This is an optimization exercise on Yosys and OpenROAD, whose aim is small area and few clock cycles per item, not a production implementation. Function was checked by simulation only, so behaviour that the tests miss may differ from the original. Power and IR drop assume default switching activity.

Design stable_priority_queue, start of the top module:
module stable_priority_queue
#(
  parameter int DEPTH         = spq_pkg::SPQ_DEPTH,
  parameter int PAYLOAD_BITS  = spq_pkg::SPQ_PAYLOAD_BITS,
  parameter int PRIORITY_BITS = spq_pkg::SPQ_PRIORITY_BITS,
  parameter int CNT_W         = $clog2(DEPTH + 1)
) (
  input  logic                            clk,
  input  logic                            rst_n,
  input  logic                            in_valid,
  output logic                            in_ready,
  input  logic                            in_opcode,
  input  logic [PAYLOAD_BITS-1:0]         in_payload,
  input  logic signed [PRIORITY_BITS-1:0] in_priority,
  output logic                            out_valid,
  input  logic                            out_ready,
  output logic [1:0]                      out_status,
  output logic [PAYLOAD_BITS-1:0]         out_item,
  output logic [CNT_W-1:0]                out_occupancy
);
For scale: roughly 3200 cells after synthesis, roughly 86 I/O pins, roughly 30000 µm² of cells after synthesis.
Settings: LEC_CHECK=0, CAP_MARGIN=20, CORE_MARGIN=2, CORE_UTILIZATION=40, SLEW_MARGIN=20; clock period 3.5 ns.
run.sh (not shown) runs the stock make flow with config.mk's settings and CLKGATE_MAP_FILE= SYNTH_SCRIPT=/design/flow/synth_recipe.tcl, a recipe that flattens the netlist after the stock synthesis.
The starting point finished with timing, DRC and antenna clean.
Testbench counts at the start, summed over its fixed seeds: cycles 24,008, items 24,000.
Edit:
- CAP_MARGIN: 20 -> 0
- CORE_UTILIZATION: 40 -> 65
- SLEW_MARGIN: 20 -> 0
What happened:
- The new run completed with no timing, DRC or antenna violations
- maximum frequency came out lower by 1.0%
- total power barely changes
- clock-buffer cell count came out lower by 8
- worst setup slack got worse by 0.034 ns
- sequential share of layout area came out higher by 0.51 points
- critical path depth came out lower by 4
- non-clock buffer count came out higher by 10
- core utilization came out higher by 31 points

========
Another version of the RTL of stable_priority_queue (not shown whole).
==> flow/design.v (excerpt) <==
module stable_priority_queue
#(
  parameter int DEPTH         = spq_pkg::SPQ_DEPTH,
  parameter int PAYLOAD_BITS  = spq_pkg::SPQ_PAYLOAD_BITS,
  parameter int PRIORITY_BITS = spq_pkg::SPQ_PRIORITY_BITS,
  parameter int CNT_W         = $clog2(DEPTH + 1)
) (
  input  logic                            clk,
  input  logic                            rst_n,
  input  logic                            in_valid,
  output logic                            in_ready,
  input  logic                            in_opcode,
  input  logic [PAYLOAD_BITS-1:0]         in_payload,
  input  logic signed [PRIORITY_BITS-1:0] in_priority,
  output logic                            out_valid,
  input  logic                            out_ready,
  output logic [1:0]                      out_status,
  output logic [PAYLOAD_BITS-1:0]         out_item,
  output logic [CNT_W-1:0]                out_occupancy
);
==> flow/config.mk <==
export PLATFORM = sky130hd
export DESIGN_NAME = stable_priority_queue
export DESIGN_NICKNAME = stable_priority_queue
export VERILOG_FILES = /design/flow/design.v
export SDC_FILE = /design/flow/constraint.sdc
export NUM_CORES = 4
export LEC_CHECK = 0
export CAP_MARGIN = 20
export CORE_MARGIN = 2
export CORE_UTILIZATION = 55
export CTS_CLUSTER_DIAMETER = 60
export CTS_CLUSTER_SIZE = 20
export GPL_TIMING_DRIVEN = 0
export SETUP_SLACK_MARGIN = 0.2
export SLEW_MARGIN = 20
export SYNTH_HIERARCHICAL = 1
==> flow/constraint.sdc <==
create_clock -name core_clock -period 3.5 [get_ports {clk}]
set_input_delay 0.7000 -clock core_clock [delete_from_list [all_inputs] [get_ports {clk}]]
set_output_delay 0.7000 -clock core_clock [all_outputs]
set_load 0.01 [all_outputs]
Testbench counts at the start, summed over its fixed seeds: cycles 24,008, items 24,000.
Then changed:
==> flow/flow/run.sh (new file) <==
#!/bin/bash
# The standard layout, with two changes:
# - clock tree synthesis clusters up to 20 flip-flops per leaf buffer and adds
#   no dummy loads;
# - the port buffers are buf_2 cells.
# The full make output is kept in standard.log in this folder; ORFS keeps each
# step's log under orfs/logs/.
set -euo pipefail
export CTS_ARGS="-sink_clustering_enable -repair_clock_nets -dont_use_dummy_load -sink_clustering_size 20 -sink_clustering_max_diameter 60"
export BUFFER_PORTS_ARGS="-buffer_cell sky130_fd_sc_hd__buf_2"
bash standard.sh > standard.log 2>&1
==> flow/standard.sh (new file) <==
#!/bin/bash
# synth_recipe.tcl (not shown) runs the flow's synth.tcl, then flattens the netlist and writes it again
# the make line also repeats each setting of config.mk as NAME=value (left out here)
make -C /OpenROAD-flow-scripts/flow DESIGN_CONFIG=/design/flow/config.mk WORK_HOME=/design/flow/orfs CLKGATE_MAP_FILE= SYNTH_SCRIPT=/design/flow/synth_recipe.tcl "${@:-finish}"
Settings changed: CTS_CLUSTER_DIAMETER 60 to not set, CTS_CLUSTER_SIZE 20 to not set.
removed: flow/run.sh
After rerunning:
- The changed run passed the timing, design-rule and antenna checks
- utilization decreases by 1.6 points
- total power fell by a few percent
- clock power decreases by roughly a tenth
- global-route usage decreases by 0.13 points

========
stable_priority_queue, a different RTL version from the one above (not shown whole).
Size in the first run: roughly 86 I/O pins.
Settings: LEC_CHECK=0, CAP_MARGIN=0, CORE_MARGIN=2, CORE_UTILIZATION=55, GPL_TIMING_DRIVEN=0, SETUP_SLACK_MARGIN=0.25, SLEW_MARGIN=0, SYNTH_HIERARCHICAL=1; clock period 3.5 ns.
standard.sh (not shown) runs the stock make flow with config.mk's settings and CLKGATE_MAP_FILE= SYNTH_SCRIPT=/design/flow/synth_recipe.tcl, a recipe that flattens the netlist after the stock synthesis.
==> flow/flow/run.sh <==
#!/bin/bash
# The standard layout, with two changes:
# - clock tree synthesis clusters up to 30 flip-flops per leaf buffer and adds
#   no dummy loads;
# - the port buffers are buf_2 cells.
# The full make output is kept in standard.log in this folder; ORFS keeps each
# step's log under orfs/logs/.
set -euo pipefail
export CTS_ARGS="-sink_clustering_enable -repair_clock_nets -dont_use_dummy_load -sink_clustering_size 30 -sink_clustering_max_diameter 80"
export BUFFER_PORTS_ARGS="-buffer_cell sky130_fd_sc_hd__buf_2"
bash standard.sh > standard.log 2>&1
The baseline completed with no timing, DRC or antenna violations.
Testbench counts at the start, summed over its fixed seeds: cycles 24,008, items 24,000.
Edit:
Settings changed: CORE_UTILIZATION 55 to 68.
- first-iteration DRC count climbs by 8.1%
- wire length climbs by 0.43%
- utilization climbs by 14 points
Edit:
==> flow/flow/run.sh (replaced) <==
#!/bin/bash
# The standard layout, with two changes:
# - clock tree synthesis clusters up to 20 flip-flops per leaf buffer and adds
#   no dummy loads;
# - the port buffers are buf_2 cells.
# The full make output is kept in standard.log in this folder; ORFS keeps each
# step's log under orfs/logs/.
set -euo pipefail
export CTS_ARGS="-sink_clustering_enable -repair_clock_nets -dont_use_dummy_load -sink_clustering_size 20 -sink_clustering_max_diameter 60"
export BUFFER_PORTS_ARGS="-buffer_cell sky130_fd_sc_hd__buf_2"
bash standard.sh > standard.log 2>&1
Settings changed: CAP_MARGIN 0 to 20, CORE_UTILIZATION 68 to 55, SETUP_SLACK_MARGIN 0.25 to 0.2, SLEW_MARGIN 0 to 20.
Final cell count goes up by about 3.7%; global-route usage goes down by 6.7 points; synthesized cell count stays the same; critical path depth goes down by 2; via count goes down by about 4%; maximum frequency goes down by 3.2%; routed wire length is about the same; die area goes up by 23%; sequential power stays flat.

========
## run A
The RTL this note starts from:
==> flow/design.v <==
package spq_pkg;
  localparam int SPQ_DEPTH         = 16;
  localparam int SPQ_PAYLOAD_BITS  = 32;
  localparam int SPQ_PRIORITY_BITS = 8;
  typedef enum logic {
    OP_ENQ = 1'b0,
    OP_DEQ = 1'b1
  } spq_op_t;
  typedef enum logic [1:0] {
    ST_DONE  = 2'd0,
    ST_EMPTY = 2'd1,
    ST_FULL  = 2'd2
  } spq_status_t;
  typedef struct packed {
    logic enq;
    logic deq;
  } spq_ctl_t;
endpackage
module spq_cell
#(
  parameter int W    = spq_pkg::SPQ_PAYLOAD_BITS + spq_pkg::SPQ_PRIORITY_BITS,
  parameter int KIND = 0    
) (
  input  logic         clk,
  input  logic         m_enq,       
  input  logic         m_both,      
  input  logic         m_pop,       
  input  logic         m_idle,      
  input  logic         keep_prev,   
  input  logic         keep_here,   
  input  logic         keep_next,   
  input  logic [W-1:0] new_data,
  input  logic [W-1:0] left_data,
  input  logic [W-1:0] right_data,
  output logic [W-1:0] data
);
  logic sel_hold, sel_new, sel_left, sel_right;
  spq_sel #(.KIND(KIND)) u_sel (
    .m_enq      (m_enq),
    .m_both     (m_both),
    .m_pop      (m_pop),
    .m_idle     (m_idle),
    .keep_prev  (keep_prev),
    .keep_here  (keep_here),
    .keep_next  (keep_next),
    .sel_hold   (sel_hold),
    .sel_new    (sel_new),
    .sel_left   (sel_left),
    .sel_right  (sel_right)
  );
  localparam int NDRV = 2;
  logic [NDRV-1:0] skip_hold, skip_new, skip_left, skip_right;
  for (genvar d = 0; d < NDRV; d++) begin : g_drv
    spq_not u_hold  (.a(sel_hold),  .y(skip_hold[d]));
    spq_not u_new   (.a(sel_new),   .y(skip_new[d]));
    spq_not u_left  (.a(sel_left),  .y(skip_left[d]));
    spq_not u_right (.a(sel_right), .y(skip_right[d]));
  end
  logic [W-1:0] data_r, data_nxt;
  for (genvar b = 0; b < W; b++) begin : g_bit
    localparam int D = b * NDRV / W;
    if (KIND == 1) begin : g_head
      spq_pick3 u_pick (
        .skip_a (skip_hold[D]),  .a_bit (data_r[b]),
        .skip_b (skip_new[D]),   .b_bit (new_data[b]),
        .skip_c (skip_right[D]), .c_bit (right_data[b]),
        .bit_nxt (data_nxt[b])
      );
    end else if (KIND == 2) begin : g_tail
      spq_pick3 u_pick (
        .skip_a (skip_hold[D]),  .a_bit (data_r[b]),
        .skip_b (skip_new[D]),   .b_bit (new_data[b]),
        .skip_c (skip_left[D]),  .c_bit (left_data[b]),
        .bit_nxt (data_nxt[b])
      );
    end else begin : g_inner
      spq_pick4 u_pick (
        .skip_a (skip_hold[D]),  .a_bit (data_r[b]),
        .skip_b (skip_new[D]),   .b_bit (new_data[b]),
        .skip_c (skip_left[D]),  .c_bit (left_data[b]),
        .skip_d (skip_right[D]), .d_bit (right_data[b]),
        .bit_nxt (data_nxt[b])
      );
    end
  end
  always_ff @(posedge clk) begin
    data_r <= data_nxt;
  end
  assign data = data_r;
endmodule
module spq_sel
#(
  parameter int KIND = 0    
) (
  input  logic m_enq,
  input  logic m_both,
  input  logic m_pop,
  input  logic m_idle,
  input  logic keep_prev,
  input  logic keep_here,
  input  logic keep_next,
  output logic sel_hold,
  output logic sel_new,
  output logic sel_left,
  output logic sel_right
);
  logic kp, kb, kn;
  assign kp = (KIND == 1) ? 1'b1 : keep_prev;
  assign kb = (KIND == 1) ? 1'b1 : keep_here;
  assign kn = (KIND == 2) ? 1'b0 : keep_next;
  always_comb begin
    sel_new   = (m_enq && kp && !keep_here) || (m_both && kb && !kn);
    sel_left  = m_enq && !kp;
    if (KIND == 2) begin
      sel_right = 1'b0;
      sel_hold  = m_idle || m_pop || (keep_here && m_enq) || (!kb && m_both);
    end else begin
      sel_right = m_pop || (m_both && kn);
      sel_hold  = m_idle || (keep_here && m_enq) || (!kb && m_both);
    end
  end
endmodule
module spq_not (
  input  logic a,
  output logic y
);
  assign y = ~a;
endmodule
module spq_pick4 (
  input  logic skip_a, a_bit,
  input  logic skip_b, b_bit,
  input  logic skip_c, c_bit,
  input  logic skip_d, d_bit,
  output logic bit_nxt
);
  assign bit_nxt = (skip_a | a_bit) & (skip_b | b_bit)
                 & (skip_c | c_bit) & (skip_d | d_bit);
endmodule
module spq_pick3 (
  input  logic skip_a, a_bit,
  input  logic skip_b, b_bit,
  input  logic skip_c, c_bit,
  output logic bit_nxt
);
  assign bit_nxt = (skip_a | a_bit) & (skip_b | b_bit) & (skip_c | c_bit);
endmodule
module stable_priority_queue
#(
  parameter int DEPTH         = spq_pkg::SPQ_DEPTH,
  parameter int PAYLOAD_BITS  = spq_pkg::SPQ_PAYLOAD_BITS,
  parameter int PRIORITY_BITS = spq_pkg::SPQ_PRIORITY_BITS,
  parameter int CNT_W         = $clog2(DEPTH + 1)
) (
  input  logic                            clk,
  input  logic                            rst_n,
  input  logic                            in_valid,
  output logic                            in_ready,
  input  logic                            in_opcode,
  input  logic [PAYLOAD_BITS-1:0]         in_payload,
  input  logic signed [PRIORITY_BITS-1:0] in_priority,
  output logic                            out_valid,
  input  logic                            out_ready,
  output logic [1:0]                      out_status,
  output logic [PAYLOAD_BITS-1:0]         out_item,
  output logic [CNT_W-1:0]                out_occupancy
);
  localparam int W = PAYLOAD_BITS + PRIORITY_BITS;
  logic [CNT_W-1:0] count_r;
  logic             out_valid_r;
  logic             pend_r;
  logic [1:0]       status_r;
  logic fire, is_deq, full, empty, enq_ok, deq_ok, pop;
  logic [W-1:0]             slot [DEPTH];
  logic [DEPTH-1:0]         occ;
  logic [DEPTH:0]           keep;
  logic [W-1:0]             new_data;
  logic [PRIORITY_BITS-1:0] new_key;
  assign in_ready = !out_valid_r || out_ready;
  assign fire     = in_valid && in_ready;
  assign is_deq   = (in_opcode == spq_pkg::OP_DEQ);
  assign full     = (count_r == CNT_W'(DEPTH));
  assign empty    = (count_r == '0);
  assign enq_ok   = fire && !is_deq && !full;
  assign deq_ok   = fire && is_deq && !empty;
  assign pop      = pend_r && out_ready;
  logic m_enq, m_both, m_pop, m_idle;
  assign m_enq  = enq_ok && !pop;
  assign m_both = enq_ok && pop;
  assign m_pop  = !enq_ok && pop;
  assign m_idle = !enq_ok && !pop;
  assign new_key  = {~in_priority[PRIORITY_BITS-1], in_priority[PRIORITY_BITS-2:0]};
  assign new_data = {~new_key, in_payload};
  always_comb begin
    for (int i = 0; i < DEPTH; i++) begin
      logic gt, eq;
      gt = 1'b0;
      eq = 1'b1;
      for (int b = 0; b < CNT_W; b++) begin
        if (((i >> b) & 1) == 1) begin
          gt = count_r[b] & gt;
          eq = count_r[b] & eq;
        end else begin
          gt = count_r[b] | gt;
          eq = ~count_r[b] & eq;
        end
      end
      occ[i] = gt | (pend_r & eq);
    end
  end
  for (genvar i = 0; i < DEPTH; i++) begin : g_keep
    logic lt;
    always_comb begin
      lt = 1'b0;
      for (int k = 0; k < PRIORITY_BITS; k++)
        lt = (slot[i][PAYLOAD_BITS+k] & new_key[k])
           | ((slot[i][PAYLOAD_BITS+k] | new_key[k]) & lt);
    end
    assign keep[i] = occ[i] & !lt;
  end
  assign keep[DEPTH] = 1'b0;
  for (genvar i = 0; i < DEPTH; i++) begin : g_cell
    logic [W-1:0] ldat, rdat;
    logic         kprev;
    if (i == 0) begin : g_head
      assign kprev = 1'b1;
      assign ldat  = new_data;
    end else begin : g_body
      assign kprev = keep[i-1];
      assign ldat  = slot[i-1];
    end
    if (i == DEPTH - 1) begin : g_tail
      assign rdat = slot[i];
    end else begin : g_inner
      assign rdat = slot[i+1];
    end
    spq_cell #(
      .W    (W),
      .KIND ((i == 0) ? 1 : ((i == DEPTH - 1) ? 2 : 0))
    ) u_cell (
      .clk        (clk),
      .m_enq      (m_enq),
      .m_both     (m_both),
      .m_pop      (m_pop),
      .m_idle     (m_idle),
      .keep_prev  (kprev),
      .keep_here  (keep[i]),
      .keep_next  (keep[i+1]),
      .new_data   (new_data),
      .left_data  (ldat),
      .right_data (rdat),
      .data       (slot[i])
    );
  end
  always_ff @(posedge clk) begin
    if (!rst_n) begin
      count_r     <= '0;
      out_valid_r <= 1'b0;
      pend_r      <= 1'b0;
    end else begin
      if (fire) begin
        out_valid_r <= 1'b1;
        pend_r      <= deq_ok;
        if (enq_ok)      count_r <= count_r + CNT_W'(1);
        else if (deq_ok) count_r <= count_r - CNT_W'(1);
      end else if (out_ready) begin
        out_valid_r <= 1'b0;
        pend_r      <= 1'b0;
      end
    end
    if (fire) begin
      if (enq_ok || deq_ok) status_r <= spq_pkg::ST_DONE;
      else if (is_deq)      status_r <= spq_pkg::ST_EMPTY;
      else                  status_r <= spq_pkg::ST_FULL;
    end
  end
  assign out_valid     = out_valid_r;
  assign out_status    = status_r;
  assign out_item      = slot[0][PAYLOAD_BITS-1:0] & {PAYLOAD_BITS{pend_r}};
  assign out_occupancy = count_r;
endmodule
clock: 3.5 ns
lec_check: 0
cap_margin: 0
core_margin: 2
core_utilization: 76
gpl_timing_driven: 0
setup_slack_margin: 0.25
slew_margin: 0
synth_hierarchical: 1
==> flow/flow/run.sh <==
#!/bin/bash
# The standard layout, with two changes:
# - clock tree synthesis clusters up to 30 flip-flops per leaf buffer and adds
#   no dummy loads;
# - the port buffers are buf_2 cells.
# The full make output is kept in standard.log in this folder; ORFS keeps each
# step's log under orfs/logs/.
set -euo pipefail
export CTS_ARGS="-sink_clustering_enable -repair_clock_nets -dont_use_dummy_load -sink_clustering_size 30 -sink_clustering_max_diameter 80"
export BUFFER_PORTS_ARGS="-buffer_cell sky130_fd_sc_hd__buf_2"
bash standard.sh > standard.log 2>&1
Testbench counts of run A, summed over its fixed seeds: cycles 24,008, items 24,000.
Edits applied to the flow inputs when going from run A to run B:
- a change of CORE_UTILIZATION from 76 to 55
## What came out
- Run A was smaller in final cell area than run B.
- | largest fanout of any net on the critical path | run B vs run A | 7 higher |
- Sort run B and run A by utilization, ascending, and run B comes first.
> inputs changed (run B -> run C)
- a change of CORE_UTILIZATION from 55 to 68
==> comparison <==
Compared with run B, in run C post-detailed-placement cell area now smaller, final critical-path required period increased by 100 ps relative to the old numbers, total vias in the final route picked up an extra 742, number of max-cap violations stayed essentially flat, routed wire length shows a reduction of about 4%. Total standard cell area after synthesis came out exactly the same in run C and run B. Run C: done, clean on timing, DRC and antenna. Max clock buffer count across run C and run B: run B. Number of instances in the placed design shrinks by a few percent when moving from run B to run C.

[what the ideal ports hide]
In the flow no input, the clock included, has a driving cell. The finished layouts below were timed again as built, in two steps. Step 1, drivers: a clkbuf_16 drives clk and a buf_2 each remaining input, both assumed. Step 2 adds t to the input delays and takes it off the output delays; t is the mean of the earliest and latest rising clock arrival at the registers after step 1. Input paths then give back, and output paths get back, about the clock's delay inside the block. Three values: ideal, step 1, step 2; two values: the first two.
run	t, ns	setup slack, ns	hold slack, ns	worst setup path at the end	pins driven straight from the clock port
the first run of note 1	0.678	0.169 / 0.106 / -0.467	0.458 / 0.458 / 0.458	input to register	1
the second run of note 1	0.679	0.135 / 0.122 / -0.507	0.465 / 0.465 / 0.465	input to register	1
the first run of note 2	0.647	0.247 / 0.255 / -0.366	0.488 / 0.488 / 0.488	input to register	1
the second run of note 2	0.647	0.274 / 0.274 / -0.345	0.363 / 0.325 / 0.480	input to register	1
the first run of note 3	0.635	0.223 / 0.252 / -0.383	0.379 / 0.337 / 0.488	input to register	1
the second run of note 3	0.665	0.242 / 0.276 / -0.389	0.354 / 0.316 / 0.475	input to register	1
the third run of note 3	0.653	0.135 / 0.175 / -0.477	0.362 / 0.320 / 0.484	input to register	1
run A	0.645	0.075 / 0.075 / -0.441	0.381 / 0.344 / 0.495	input to register	1
run B	0.631	0.253 / 0.262 / -0.342	0.401 / 0.366 / 0.485	input to register	1
run C	0.653	0.154 / 0.154 / -0.398	0.387 / 0.357 / 0.470	input to register	1
Met with ideal ports but missed after step 2: setup timing in every run listed. For the second run of note 1, which loses most, drivers alone change the setup slack by -0.013 ns; drivers and shift together by -0.642 ns.
